This design comes from an exercise in tuning for small area on the open sky130 flow, not from production work.
Function was checked by simulation only, so behaviour that the tests miss may differ from the original.
Power is estimated from default activity; no workload was simulated. The flow treats the clock pin as an ideal source, which a real chip does not have.

oak:
// rv_core_top
module rv_core_top
(
    input  wire logic            clk_i,
    input  wire logic            rst_n_i,
    output logic      [XLEN-1:0] inst_addr_o,
    input  wire logic [XLEN-1:0] inst_i,
    output logic                 mem_wen_o,
    output logic      [XLEN-1:0] mem_waddr_o,
    output logic      [XLEN-1:0] mem_wdata_o,
    output logic      [7:0]      mem_wmask_o,
    output logic      [XLEN-1:0] mem_raddr_o,
    input  wire logic [XLEN-1:0] mem_rdata_i
);
Size in the first run: ~2,000 cells after synthesis, about 200 I/O pins.
export LEC_CHECK = 0
export CAP_MARGIN = 20
export CORE_MARGIN = 2
export CORE_UTILIZATION = 60
export SLEW_MARGIN = 20
create_clock -name core_clock -period 13.0 [get_ports {clk_i}]
standard.sh (not shown) runs the stock make flow with config.mk's settings and CLKGATE_MAP_FILE= SYNTH_SCRIPT=/design/flow/synth_recipe.tcl, a recipe that flattens the netlist after the stock synthesis.
==> flow/flow/run.sh <==
#!/bin/bash
# Own layout flow: the standard ORFS flow (bash standard.sh), with port
# buffers of the smallest buffer cell and a clock tree of larger sink
# clusters. Each tool's output goes to a log file in the work folder.
set -euo pipefail
CTS="-sink_clustering_enable -repair_clock_nets -dont_use_dummy_load"
CTS="$CTS -buf_list sky130_fd_sc_hd__clkbuf_16 -sink_clustering_size 35 -sink_clustering_max_diameter 80"
bash standard.sh \
    "BUFFER_PORTS_ARGS=-buffer_cell sky130_fd_sc_hd__buf_1" \
    "CTS_ARGS=$CTS" \
    finish > standard.log 2>&1
Here is what was changed in the inputs of pine compared with oak.
==> flow/flow/run.sh <==
#!/bin/bash
set -euo pipefail
CTS="-sink_clustering_enable -repair_clock_nets -dont_use_dummy_load -buf_list sky130_fd_sc_hd__clkbuf_8 -sink_clustering_size 20 -sink_clustering_max_diameter 50"
bash standard.sh \
    "BUFFER_PORTS_ARGS=-buffer_cell sky130_fd_sc_hd__buf_1" \
    "CTS_ARGS=$CTS" \
    finish > standard.log 2>&1
Findings:
Relative to oak, power density over cell area decreased by about 1% in pine.
Overall via count from detail_route: higher on pine
For post-route cell area, oak and pine come out practically identical.
[compare] base=oak new=pine: worst hold slack across all endpoints picked up an extra 0.022 ns; total CTS buffers +31; depth of the worst register-to-register path grew by 1.
Number of antenna violations at the first check in global routing for pine is higher than for oak.
Diff oak..pine | sequential share of cell area | negligible
Relative to pine, the following input files were edited for birch:
==> flow/flow/run.sh <==
#!/bin/bash
# Own layout flow: the standard ORFS flow (bash standard.sh) with
#  - an area-oriented ABC mapping script (a private copy of the ORFS scripts
#    folder in which only abc_area.script differs, used with ABC_AREA=1),
#  - port buffers of the smallest buffer cell,
#  - a clock tree of larger sink clusters and no dummy loads.
# Each tool's output goes to a log file in the work folder.
set -euo pipefail
rm -rf scripts
cp -r "$FLOW_HOME/scripts" scripts
printf '%s\n' strash '&get -n' '&st' '&dch' '&nf -R 1000' '&st' '&dch' '&nf -R 1000' '&put' \
    > scripts/abc_area.script
CTS="-sink_clustering_enable -repair_clock_nets -dont_use_dummy_load"
CTS="$CTS -buf_list sky130_fd_sc_hd__clkbuf_16 -sink_clustering_size 35 -sink_clustering_max_diameter 80"
bash standard.sh \
    "SCRIPTS_DIR=$PWD/scripts" \
    "ABC_AREA=1" \
    "BUFFER_PORTS_ARGS=-buffer_cell sky130_fd_sc_hd__buf_1" \
    "CTS_ARGS=$CTS" \
    finish > standard.log 2>&1
## What came out
- Diff pine..birch | post-synthesis share of cell area spent on full adders, half adders and majority gates | negligible
- Summary of birch over pine: cell leakage power lower; fraction of the yosys area taken by sequential cells rose 5.1 points; routed wire length went down 0.45%; final critical-path setup slack fell by 0.47 ns; final estimated routing congestion in global placement up 0.0095.
- Per the comparison of birch with pine, logic gate share of total power shows a reduction of 0.5 points, critical path depth shows an increase of 6, clock group share of total power shows an increase of 1.0 points, count of clock-buffer cells in the layout shows a reduction of about 44%.
The inputs of maple differ from those of birch as listed below.
==> flow/flow/run.sh <==
#!/bin/bash
# Own layout flow: the standard ORFS flow (bash standard.sh), with port
# buffers of the smallest buffer cell and a clock tree of larger sink
# clusters. Each tool's output goes to a log file in the work folder.
set -euo pipefail
CTS="-sink_clustering_enable -repair_clock_nets -dont_use_dummy_load"
CTS="$CTS -buf_list sky130_fd_sc_hd__clkbuf_16 -sink_clustering_size 40 -sink_clustering_max_diameter 60"
bash standard.sh \
    "BUFFER_PORTS_ARGS=-buffer_cell sky130_fd_sc_hd__buf_1" \
    "CTS_ARGS=$CTS" \
    finish > standard.log 2>&1
Findings:
- No stage failed in maple, and the final checks on the layout all came back clean.
- Clock power in maple is about 8% above birch.
- Run comparison: maple uppermost signal routing layer after detailed routing met5; birch uppermost signal routing layer after detailed routing met4
- On maple: biggest cell delay along the critical path is 0.06 ns higher than what birch gave.
- maple does worse than birch on total chip power.
- Taking maple over birch, the CTS buffer count ratio works out to 1.18.
- On register area, maple and birch are basically level.
- maple against birch: worst setup skew after layout lower; worst hold-check slack higher; count of sequential standard cells roughly the same; post-layout minimum cycle time lower; internal power contribution higher.
- Compared with birch, maple ends up with more cell area.

========
== job 101 ==
rv_core_top, a different RTL version from the one above (not shown whole).
Size in the first run: about 2,100 cells after synthesis, ~1,100 flip-flops, roughly 29,000 µm² of cells after synthesis.
make LEC_CHECK=0 CAP_MARGIN=20 CORE_MARGIN=2 CORE_UTILIZATION=30 SLEW_MARGIN=20 finish   # period 13.0 ns
run.sh (not shown) runs the stock make flow with config.mk's settings and CLKGATE_MAP_FILE= SYNTH_SCRIPT=/design/flow/synth_recipe.tcl, a recipe that flattens the netlist after the stock synthesis.
Stock flow here: none of the scripts above is used.
Job 101 has completed all stages; timing, DRC and antenna checks passed.
For job 102, these inputs were changed with respect to job 101:
- CTS_BUF_LIST now sky130_fd_sc_hd__clkbuf_2 sky130_fd_sc_hd__clkbuf_4, previously not set
- CORE_UTILIZATION now 60, was 30
Results
- Job 102 has completed all stages; timing, DRC and antenna checks passed.
- Relative to job 101, initial antenna violation count has gone down in job 102.
- Count of routing violations after the opening detailed-route iteration: job 101 and job 102 compared, higher one is job 102
- Sequential cell fraction of total power in job 102 vs job 101: up 2.4 points
- In the metrics for job 101 and job 102, the one carrying the higher global-route usage is job 102.
- Total length of routed wires: job 102 < job 101
- Re signed area change from the synthesized netlist to the final layout: job 102 is 3.4 points down on job 101.
- Final worst slack: lower on job 101
- Cell type of the slowest stage on the worst timing path = sky130_fd_sc_hd__nand2_1: job 102; cell type of the slowest stage on the worst timing path = sky130_fd_sc_hd__nor2b_1: job 101

========
Setup of run A:
rv_core_top, a different RTL version from the one above (not shown whole).
Size: roughly 1900 cells after synthesis, roughly 1100 flip-flops, roughly 200 I/O pins.
## rv_core_top
module rv_core_top
(
    input  wire logic            clk_i,
    input  wire logic            rst_n_i,
    output logic      [XLEN-1:0] inst_addr_o,
    input  wire logic [XLEN-1:0] inst_i,
    output logic                 mem_wen_o,
    output logic      [XLEN-1:0] mem_waddr_o,
    output logic      [XLEN-1:0] mem_wdata_o,
    output logic      [7:0]      mem_wmask_o,
    output logic      [XLEN-1:0] mem_raddr_o,
    input  wire logic [XLEN-1:0] mem_rdata_i
);
==> flow/config.mk <==
export PLATFORM = sky130hd
export DESIGN_NAME = rv_core_top
export DESIGN_NICKNAME = rv_core_top
export VERILOG_FILES = /design/flow/design.v
export SDC_FILE = /design/flow/constraint.sdc
export NUM_CORES = 8
export LEC_CHECK = 0
export CAP_MARGIN = 20
export CORE_MARGIN = 2
export CORE_UTILIZATION = 60
export GPL_ROUTABILITY_DRIVEN = 0
export GPL_TIMING_DRIVEN = 0
export SLEW_MARGIN = 20
==> flow/constraint.sdc <==
create_clock -name core_clock -period 13.0 [get_ports {clk_i}]
set_input_delay 2.6000 -clock core_clock [delete_from_list [all_inputs] [get_ports {clk_i}]]
set_output_delay 2.6000 -clock core_clock [all_outputs]
set_load 0.01 [all_outputs]
standard.sh (not shown) runs the stock make flow with config.mk's settings and CLKGATE_MAP_FILE= SYNTH_SCRIPT=/design/flow/synth_recipe.tcl, a recipe that flattens the netlist after the stock synthesis.
==> flow/flow/run.sh <==
#!/bin/bash
# Own layout flow: the standard ORFS flow (bash standard.sh) with
#  - an area-oriented ABC mapping script (a private copy of the ORFS scripts
#    folder in which only abc_area.script differs, used with ABC_AREA=1),
#  - port buffers of the smallest buffer cell,
#  - a clock tree of larger sink clusters and no dummy loads.
# Each tool's output goes to a log file in the work folder.
set -euo pipefail
rm -rf scripts
cp -r "$FLOW_HOME/scripts" scripts
printf '%s\n' strash '&get -n' '&st' '&dch' '&nf -R 1000' '&st' '&dch' '&nf -R 1000' '&put' \
    > scripts/abc_area.script
CTS="-sink_clustering_enable -repair_clock_nets -dont_use_dummy_load"
CTS="$CTS -buf_list sky130_fd_sc_hd__clkbuf_16 -sink_clustering_size 35 -sink_clustering_max_diameter 80"
bash standard.sh \
    "SCRIPTS_DIR=$PWD/scripts" \
    "ABC_AREA=1" \
    "BUFFER_PORTS_ARGS=-buffer_cell sky130_fd_sc_hd__buf_1" \
    "CTS_ARGS=$CTS" \
    finish > standard.log 2>&1
Run A: full flow OK, the timing, DRC and antenna checks passed
### run A -> run B
Settings: removing GPL_TIMING_DRIVEN (formerly 0); changing SLEW_MARGIN from 20 to 0; changing CAP_MARGIN from 20 to 0; removing GPL_ROUTABILITY_DRIVEN (formerly 0).
==> run notes <==
Each of the runs, namely run B and run A, reached the end of the flow and came out clean.
Going from run A to run B, the share of final layout cell area taken by clock buffers and inverters was found to have gone up by 0.18 points.
Compared to run A, run B reaches a higher achievable clock.
Die area came out exactly the same in run B and run A.
Between run A and run B, met1 layer usage reported by global route increased.
met2 track demand over resource for run B is higher than for run A.
Run B vs run A: layout net count down by a few percent
Input changes introduced in run C (baseline for comparison: run B):
Settings: SLEW_MARGIN changed from 0 to 20; CAP_MARGIN changed from 0 to 20; CORE_UTILIZATION changed from 60 to 70.
==> run notes <==
Between run B and run C, starting utilization of the core area is lower for run B, run C comes in above that.
Run C vs. run B: post-route fraction of the period consumed by the critical path shrank by 0.34 points; final hold slack grew by 36 ps.
Diff run B -> run C: area share of fa/ha/maj cells after synthesis ~0 delta; data-path buffer share of cell area in the final layout has remained practically unchanged.
Input changes introduced in run D (baseline for comparison: run C):
Settings: CORE_UTILIZATION now 50, was 70.
### Flow results
Result: PASS for each of run D and run C. Of run D and run C, it is run D that has the lower core utilization. From run C to run D the numbers moved as follows: final-layout worst hold slack now smaller, die boundary height now larger, routed length on met2 now smaller, area growth from synthesis to layout now larger.
[inputs] run E vs run D
Settings: swapping 50 for 60 in CORE_UTILIZATION.
==> run notes <==
- Run E -> run D: clock-cell share of area flat
- Diff run D -> run E: power up 0.37%, worst hold slack down 13 ps.

========
The RTL this note starts from:
==> flow/design.v <==
`default_nettype none
package rv_pkg;
    localparam int XLEN       = 32;
    localparam int REG_ADDR_W = 5;
    localparam int SLICE = 4;
    localparam int NPH   = XLEN / SLICE;
    localparam int PH_W  = 3;
    localparam logic [6:0] OPC_OP_IMM = 7'b0010011;
    localparam logic [6:0] OPC_STORE  = 7'b0100011;
    localparam logic [6:0] OPC_LOAD   = 7'b0000011;
    localparam logic [6:0] OPC_LUI    = 7'b0110111;
    localparam logic [6:0] OPC_AUIPC  = 7'b0010111;
    localparam logic [6:0] OPC_JAL    = 7'b1101111;
    localparam logic [6:0] OPC_JALR   = 7'b1100111;
    localparam logic [2:0] F3_ADDI = 3'b000;
    localparam logic [2:0] F3_SW   = 3'b010;
    localparam logic [2:0] F3_LW   = 3'b010;
    localparam logic [2:0] F3_JALR = 3'b000;
    localparam logic [7:0] WMASK_WORD = 8'b0000_1111;
endpackage
`default_nettype wire
`timescale 1ns/1ps
`default_nettype none
import rv_pkg::*;
module rv_pc_reg
(
    input  wire logic            clk_i,
    input  wire logic            load_i,
    input  wire logic [XLEN-1:0] addr_next_i,
    output logic      [XLEN-1:0] addr_o
);
    always_ff @(posedge clk_i) begin
        if (load_i) begin
            addr_o <= addr_next_i;
        end
    end
endmodule
`default_nettype wire
`timescale 1ns/1ps
`default_nettype none
import rv_pkg::*;
module rv_idu
(
    input  wire logic [XLEN-1:0] inst_i,
    input  wire logic [PH_W-1:0] ph_i,
    output logic                 addi_o,
    output logic                 lui_o,
    output logic                 auipc_o,
    output logic                 jal_o,
    output logic                 jalr_o,
    output logic                 lw_o,
    output logic                 sw_o,
    output logic    [SLICE-1:0]  imm_slice_o
);
    logic [6:0]      opcode;
    logic [2:0]      funct3;
    assign opcode = inst_i[6:0];
    assign funct3 = inst_i[14:12];
    assign addi_o  = (opcode == OPC_OP_IMM) && (funct3 == F3_ADDI);
    assign lui_o   = (opcode == OPC_LUI);
    assign auipc_o = (opcode == OPC_AUIPC);
    assign jal_o   = (opcode == OPC_JAL);
    assign jalr_o  = (opcode == OPC_JALR) && (funct3 == F3_JALR);
    assign lw_o    = (opcode == OPC_LOAD) && (funct3 == F3_LW);
    assign sw_o    = (opcode == OPC_STORE) && (funct3 == F3_SW);
    logic            fmt_s;
    logic            fmt_u;
    logic            fmt_j;
    logic [SLICE-1:0] sgn;
    assign fmt_s = sw_o;
    assign fmt_u = lui_o | auipc_o;
    assign fmt_j = jal_o;
    assign sgn   = {SLICE{inst_i[31]}};
    always_comb begin
        case (ph_i)
            3'd0: imm_slice_o = fmt_u ? '0 : fmt_s ? inst_i[10:7] :
                                fmt_j ? {inst_i[23:21], 1'b0} : inst_i[23:20];
            3'd1: imm_slice_o = fmt_u ? '0 : fmt_s ? {inst_i[27:25], inst_i[11]} : inst_i[27:24];
            3'd2: imm_slice_o = fmt_u ? '0 : fmt_j ? {inst_i[20], inst_i[30:28]} : inst_i[31:28];
            3'd3: imm_slice_o = (fmt_u | fmt_j) ? inst_i[15:12] : sgn;
            3'd4: imm_slice_o = (fmt_u | fmt_j) ? inst_i[19:16] : sgn;
            3'd5: imm_slice_o = fmt_u ? inst_i[23:20] : sgn;
            3'd6: imm_slice_o = fmt_u ? inst_i[27:24] : sgn;
            default: imm_slice_o = fmt_u ? inst_i[31:28] : sgn;
        endcase
    end
endmodule
`default_nettype wire
`timescale 1ns/1ps
`default_nettype none
import rv_pkg::*;
module rv_regfile
(
    input  wire logic                  clk_i,
    input  wire logic                  clr_i,
    input  wire logic [REG_ADDR_W-1:0] raddr_i,
    output logic      [SLICE-1:0]      rdata_o,
    input  wire logic                  wen_i,
    input  wire logic [REG_ADDR_W-1:0] waddr_i,
    input  wire logic [SLICE-1:0]      wdata_i
);
    localparam int NUM_REGS = 2 ** REG_ADDR_W;
    logic [SLICE-1:0] slice [NUM_REGS];
    assign slice[0] = '0;
    for (genvar r = 1; r < NUM_REGS; r++) begin : g_reg
        logic [XLEN-1:0] q;
        logic            we;
        assign we = clr_i | (wen_i & (waddr_i == REG_ADDR_W'(r)));
        always_ff @(posedge clk_i) begin
            q <= {we ? wdata_i : q[SLICE-1:0], q[XLEN-1:SLICE]};
        end
        assign slice[r] = q[SLICE-1:0];
    end
    assign rdata_o = slice[raddr_i];
endmodule
`default_nettype wire
`timescale 1ns/1ps
`default_nettype none
import rv_pkg::*;
module rv_exu
(
    input  wire logic             clk_i,
    input  wire logic             first_i,
    input  wire logic [SLICE-1:0] a_i,
    input  wire logic [SLICE-1:0] b_i,
    input  wire logic [SLICE-1:0] pc_i,
    output logic      [SLICE-1:0] sum_o,
    output logic      [SLICE-1:0] link_o
);
    logic cy_q;
    logic lcy_q;
    logic cy;
    logic lcy;
    assign {cy, sum_o}   = a_i + b_i + SLICE'(first_i ? 1'b0 : cy_q);
    assign {lcy, link_o} = pc_i + (first_i ? SLICE'(4) : SLICE'(lcy_q));
    always_ff @(posedge clk_i) begin
        cy_q  <= cy;
        lcy_q <= lcy;
    end
endmodule
`default_nettype wire
`timescale 1ns/1ps
`default_nettype none
import rv_pkg::*;
module rv_core_top
(
    input  wire logic            clk_i,
    input  wire logic            rst_n_i,
    output logic      [XLEN-1:0] inst_addr_o,
    input  wire logic [XLEN-1:0] inst_i,
    output logic                 mem_wen_o,
    output logic      [XLEN-1:0] mem_waddr_o,
    output logic      [XLEN-1:0] mem_wdata_o,
    output logic      [7:0]      mem_wmask_o,
    output logic      [XLEN-1:0] mem_raddr_o,
    input  wire logic [XLEN-1:0] mem_rdata_i
);
    logic [PH_W-1:0]  ph_q;
    logic             clr_q;
    logic             lw2_q;
    logic             sw2_q;
    logic             p1;
    logic             first;
    logic             last;
    logic             addi, lui, auipc, jal, jalr, lw, sw;
    logic [SLICE-1:0] imm_slice;
    logic [SLICE-1:0] rs_slice;
    logic [SLICE-1:0] ld_slice;
    logic [SLICE-1:0] op1;
    logic [SLICE-1:0] sum;
    logic [SLICE-1:0] link;
    logic [XLEN-1:0]  addr;
    logic [REG_ADDR_W-1:0] fld_q;
    logic [REG_ADDR_W-1:0] rf_raddr;
    logic [REG_ADDR_W-1:0] rf_waddr;
    logic             rf_wen;
    logic [SLICE-1:0] rf_wdata;
    logic [XLEN-1:0]  x_q;
    logic [XLEN-1:0]  x_next;
    logic [SLICE-1:0] x_in;
    logic [XLEN-1:0]  y_q;
    logic [SLICE-1:0] y_in;
    assign first = (ph_q == '0);
    assign last  = (ph_q == PH_W'(NPH - 1));
    assign p1    = ~clr_q & ~lw2_q & ~sw2_q;
    always_ff @(posedge clk_i or negedge rst_n_i) begin
        if (!rst_n_i) begin
            ph_q  <= '0;
            clr_q <= 1'b1;
            lw2_q <= 1'b0;
            sw2_q <= 1'b0;
        end else begin
            ph_q  <= ph_q + 1'b1;
            if (last) begin
                clr_q <= 1'b0;
                lw2_q <= p1 & lw;
                sw2_q <= p1 & sw;
            end
        end
    end
    always_ff @(posedge clk_i) begin
        if (p1) begin
            fld_q <= sw ? inst_i[24:20] : inst_i[11:7];
        end
    end
    rv_idu i_rv_idu (
        .inst_i      (inst_i),
        .ph_i        (ph_q),
        .addi_o      (addi),
        .lui_o       (lui),
        .auipc_o     (auipc),
        .jal_o       (jal),
        .jalr_o      (jalr),
        .lw_o        (lw),
        .sw_o        (sw),
        .imm_slice_o (imm_slice)
    );
    assign rf_raddr = sw2_q ? fld_q : inst_i[19:15];
    assign rf_waddr = lw2_q ? fld_q : inst_i[11:7];
    rv_regfile i_rv_regfile (
        .clk_i    (clk_i),
        .clr_i    (clr_q),
        .raddr_i  (rf_raddr),
        .rdata_o  (rs_slice),
        .wen_i    (rf_wen),
        .waddr_i  (rf_waddr),
        .wdata_i  (rf_wdata)
    );
    rv_pc_reg i_rv_pc_reg (
        .clk_i       (clk_i),
        .load_i      (last),
        .addr_next_i (x_next),
        .addr_o      (addr)
    );
    assign op1 = lui ? '0 : ((auipc | jal) ? x_q[SLICE-1:0] : rs_slice);
    rv_exu i_rv_exu (
        .clk_i   (clk_i),
        .first_i (first),
        .a_i     (op1),
        .b_i     (imm_slice),
        .pc_i    (x_q[SLICE-1:0]),
        .sum_o   (sum),
        .link_o  (link)
    );
    assign rf_wen   = lw2_q | (p1 & (addi | lui | auipc | jal | jalr));
    assign ld_slice = mem_rdata_i[ph_q*SLICE +: SLICE];
    always_comb begin
        if (clr_q) begin
            rf_wdata = '0;
        end else if (lw2_q) begin
            rf_wdata = ld_slice;
        end else if (jal | jalr) begin
            rf_wdata = link;
        end else begin
            rf_wdata = sum;
        end
    end
    always_comb begin
        if (clr_q) begin
            x_in = '0;
        end else if (lw2_q | sw2_q) begin
            x_in = y_q[SLICE-1:0];
        end else if (jal | jalr | lw | sw) begin
            x_in = {sum[SLICE-1:1], sum[0] & ~(jalr & first)};
        end else begin
            x_in = link;
        end
    end
    assign x_next = {x_in, x_q[XLEN-1:SLICE]};
    assign y_in   = sw2_q ? rs_slice : link;
    always_ff @(posedge clk_i) begin
        x_q <= x_next;
        y_q <= {y_in, y_q[XLEN-1:SLICE]};
    end
    assign inst_addr_o = addr;
    assign mem_raddr_o = addr;
    assign mem_waddr_o = addr;
    assign mem_wdata_o = {rs_slice, y_q[XLEN-1:SLICE]};
    assign mem_wmask_o = WMASK_WORD;
    assign mem_wen_o   = sw2_q & last;
endmodule
`default_nettype wire
clock: 13.0 ns
lec_check: 0
cap_margin: 20
core_margin: 2
core_utilization: 60
slew_margin: 20
==> flow/flow/run.sh <==
#!/bin/bash
# Own layout flow: the standard ORFS flow (bash standard.sh) with
#  - an area-oriented ABC mapping script (a private copy of the ORFS scripts
#    folder in which only abc_area.script differs, used with ABC_AREA=1),
#  - port buffers of the smallest buffer cell,
#  - a clock tree of larger sink clusters and no dummy loads.
# Each tool's output goes to a log file in the work folder.
set -euo pipefail
rm -rf scripts
cp -r "$FLOW_HOME/scripts" scripts
printf '%s\n' strash '&get -n' '&st' '&dch' '&nf -R 1000' '&st' '&dch' '&nf -R 1000' '&put' \
    > scripts/abc_area.script
CTS="-sink_clustering_enable -repair_clock_nets -dont_use_dummy_load"
CTS="$CTS -buf_list sky130_fd_sc_hd__clkbuf_16 sky130_fd_sc_hd__clkbuf_8 -sink_clustering_size 35 -sink_clustering_max_diameter 80"
bash standard.sh \
    "SCRIPTS_DIR=$PWD/scripts" \
    "ABC_AREA=1" \
    "BUFFER_PORTS_ARGS=-buffer_cell sky130_fd_sc_hd__buf_1" \
    "CTS_ARGS=$CTS" \
    finish > standard.log 2>&1
The baseline aborted during clock tree synthesis (STA-0564).
Change:
--- a/flow/flow/run.sh
+++ b/flow/flow/run.sh
@@ -12,5 +12,5 @@
     > scripts/abc_area.script
 CTS="-sink_clustering_enable -repair_clock_nets -dont_use_dummy_load"
-CTS="$CTS -buf_list sky130_fd_sc_hd__clkbuf_16 sky130_fd_sc_hd__clkbuf_8 -sink_clustering_size 35 -sink_clustering_max_diameter 80"
+CTS="$CTS -buf_list sky130_fd_sc_hd__clkbuf_16 -sink_clustering_size 37 -sink_clustering_max_diameter 60"
 bash standard.sh \
     "SCRIPTS_DIR=$PWD/scripts" \
- CORE_UTILIZATION: 60 -> 65
The new run produced a clean layout.
Synthesized cell count is unchanged.
Area after synthesis stays the same.
Change:
--- a/flow/flow/run.sh
+++ b/flow/flow/run.sh
@@ -12,5 +12,5 @@
     > scripts/abc_area.script
 CTS="-sink_clustering_enable -repair_clock_nets -dont_use_dummy_load"
-CTS="$CTS -buf_list sky130_fd_sc_hd__clkbuf_16 -sink_clustering_size 37 -sink_clustering_max_diameter 60"
+CTS="$CTS -buf_list sky130_fd_sc_hd__clkbuf_16 -sink_clustering_size 35 -sink_clustering_max_diameter 80"
 bash standard.sh \
     "SCRIPTS_DIR=$PWD/scripts" \
- CORE_UTILIZATION: 65 -> 60
Outcome: Worst setup slack gains 0.063 ns. Sequential share of layout area hardly moves. Routed wire length came out higher by 3.2%.
Change:
- CORE_UTILIZATION: 60 -> 70
The changed run completed without violations.
Core utilization grows by 9.7 points.
Total power hardly moves.
Synthesized cell count does not change.
Final cell count drops by a few percent.
Worst setup slack loses 0.11 ns.
Non-clock buffer count stays the same.
Design area goes down slightly.
Hold slack gets better by 0.012 ns.
Register-to-register slack improved by 0.03 ns.
Sequential share of layout area grows by 0.41 points.

what the ideal ports hide:
The flow's constraints put no driver on any port. The routed layouts listed below were extracted and timed again, unchanged, in two steps. Step 1: set_driving_cell puts a clkbuf_16 on clk_i and a buf_2 on each other input, an assumption about the parent block. Step 2 adds t to the input delays and takes it off the output delays; t is the mean of the earliest and latest rising clock arrival at the registers after step 1. Input paths then give back, and output paths get back, about the clock's delay inside the block. Slacks: ideal ports / drivers / drivers and shift; pairs: ideal ports / drivers.
run | t, ns | setup WS [ns] | worst hold slack (ns) | worst setup path after step 2
oak | 0.637 | 6.180 / 6.198 / 5.561 | 0.267 / 0.267 / 0.267 | input to register
pine | 0.689 | 6.167 / 6.180 / 5.491 | 0.289 / 0.289 / 0.289 | input to register
birch | 0.626 | 5.693 / 5.728 / 5.102 | 0.264 / 0.264 / 0.264 | input to register
maple | 0.650 | 6.158 / 6.177 / 5.527 | 0.290 / 0.290 / 0.290 | input to register
job 101 | 0.700 | 6.460 / 6.430 / 5.730 | 0.311 / 0.311 / 0.311 | input to register
job 102 | 1.119 | 6.636 / 6.624 / 5.505 | 0.287 / 0.287 / 0.287 | input to register
run A | 0.635 | 4.698 / 4.671 / 4.671 | 0.300 / 0.300 / 0.300 | input to output
run B | 0.629 | 5.306 / 5.276 / 5.276 | 0.258 / 0.258 / 0.258 | input to output
run C | 0.637 | 5.350 / 5.296 / 5.296 | 0.294 / 0.294 / 0.294 | input to output
run D | 0.625 | 5.321 / 5.257 / 5.257 | 0.272 / 0.272 / 0.272 | input to output
run E | 0.629 | 5.307 / 5.278 / 5.278 | 0.258 / 0.258 / 0.258 | input to output
the second run of note 4 | 0.627 | 5.199 / 5.174 / 5.174 | 0.292 / 0.292 / 0.292 | input to output
the third run of note 4 | 0.615 | 5.262 / 5.191 / 5.191 | 0.272 / 0.272 / 0.272 | input to output
the fourth run of note 4 | 0.620 | 5.152 / 5.128 / 5.128 | 0.285 / 0.285 / 0.285 | input to output
After both steps every run listed still meets setup and hold. The setup slack of job 102, which loses most, moves by -0.012 ns with the drivers and by -1.131 ns with both steps.
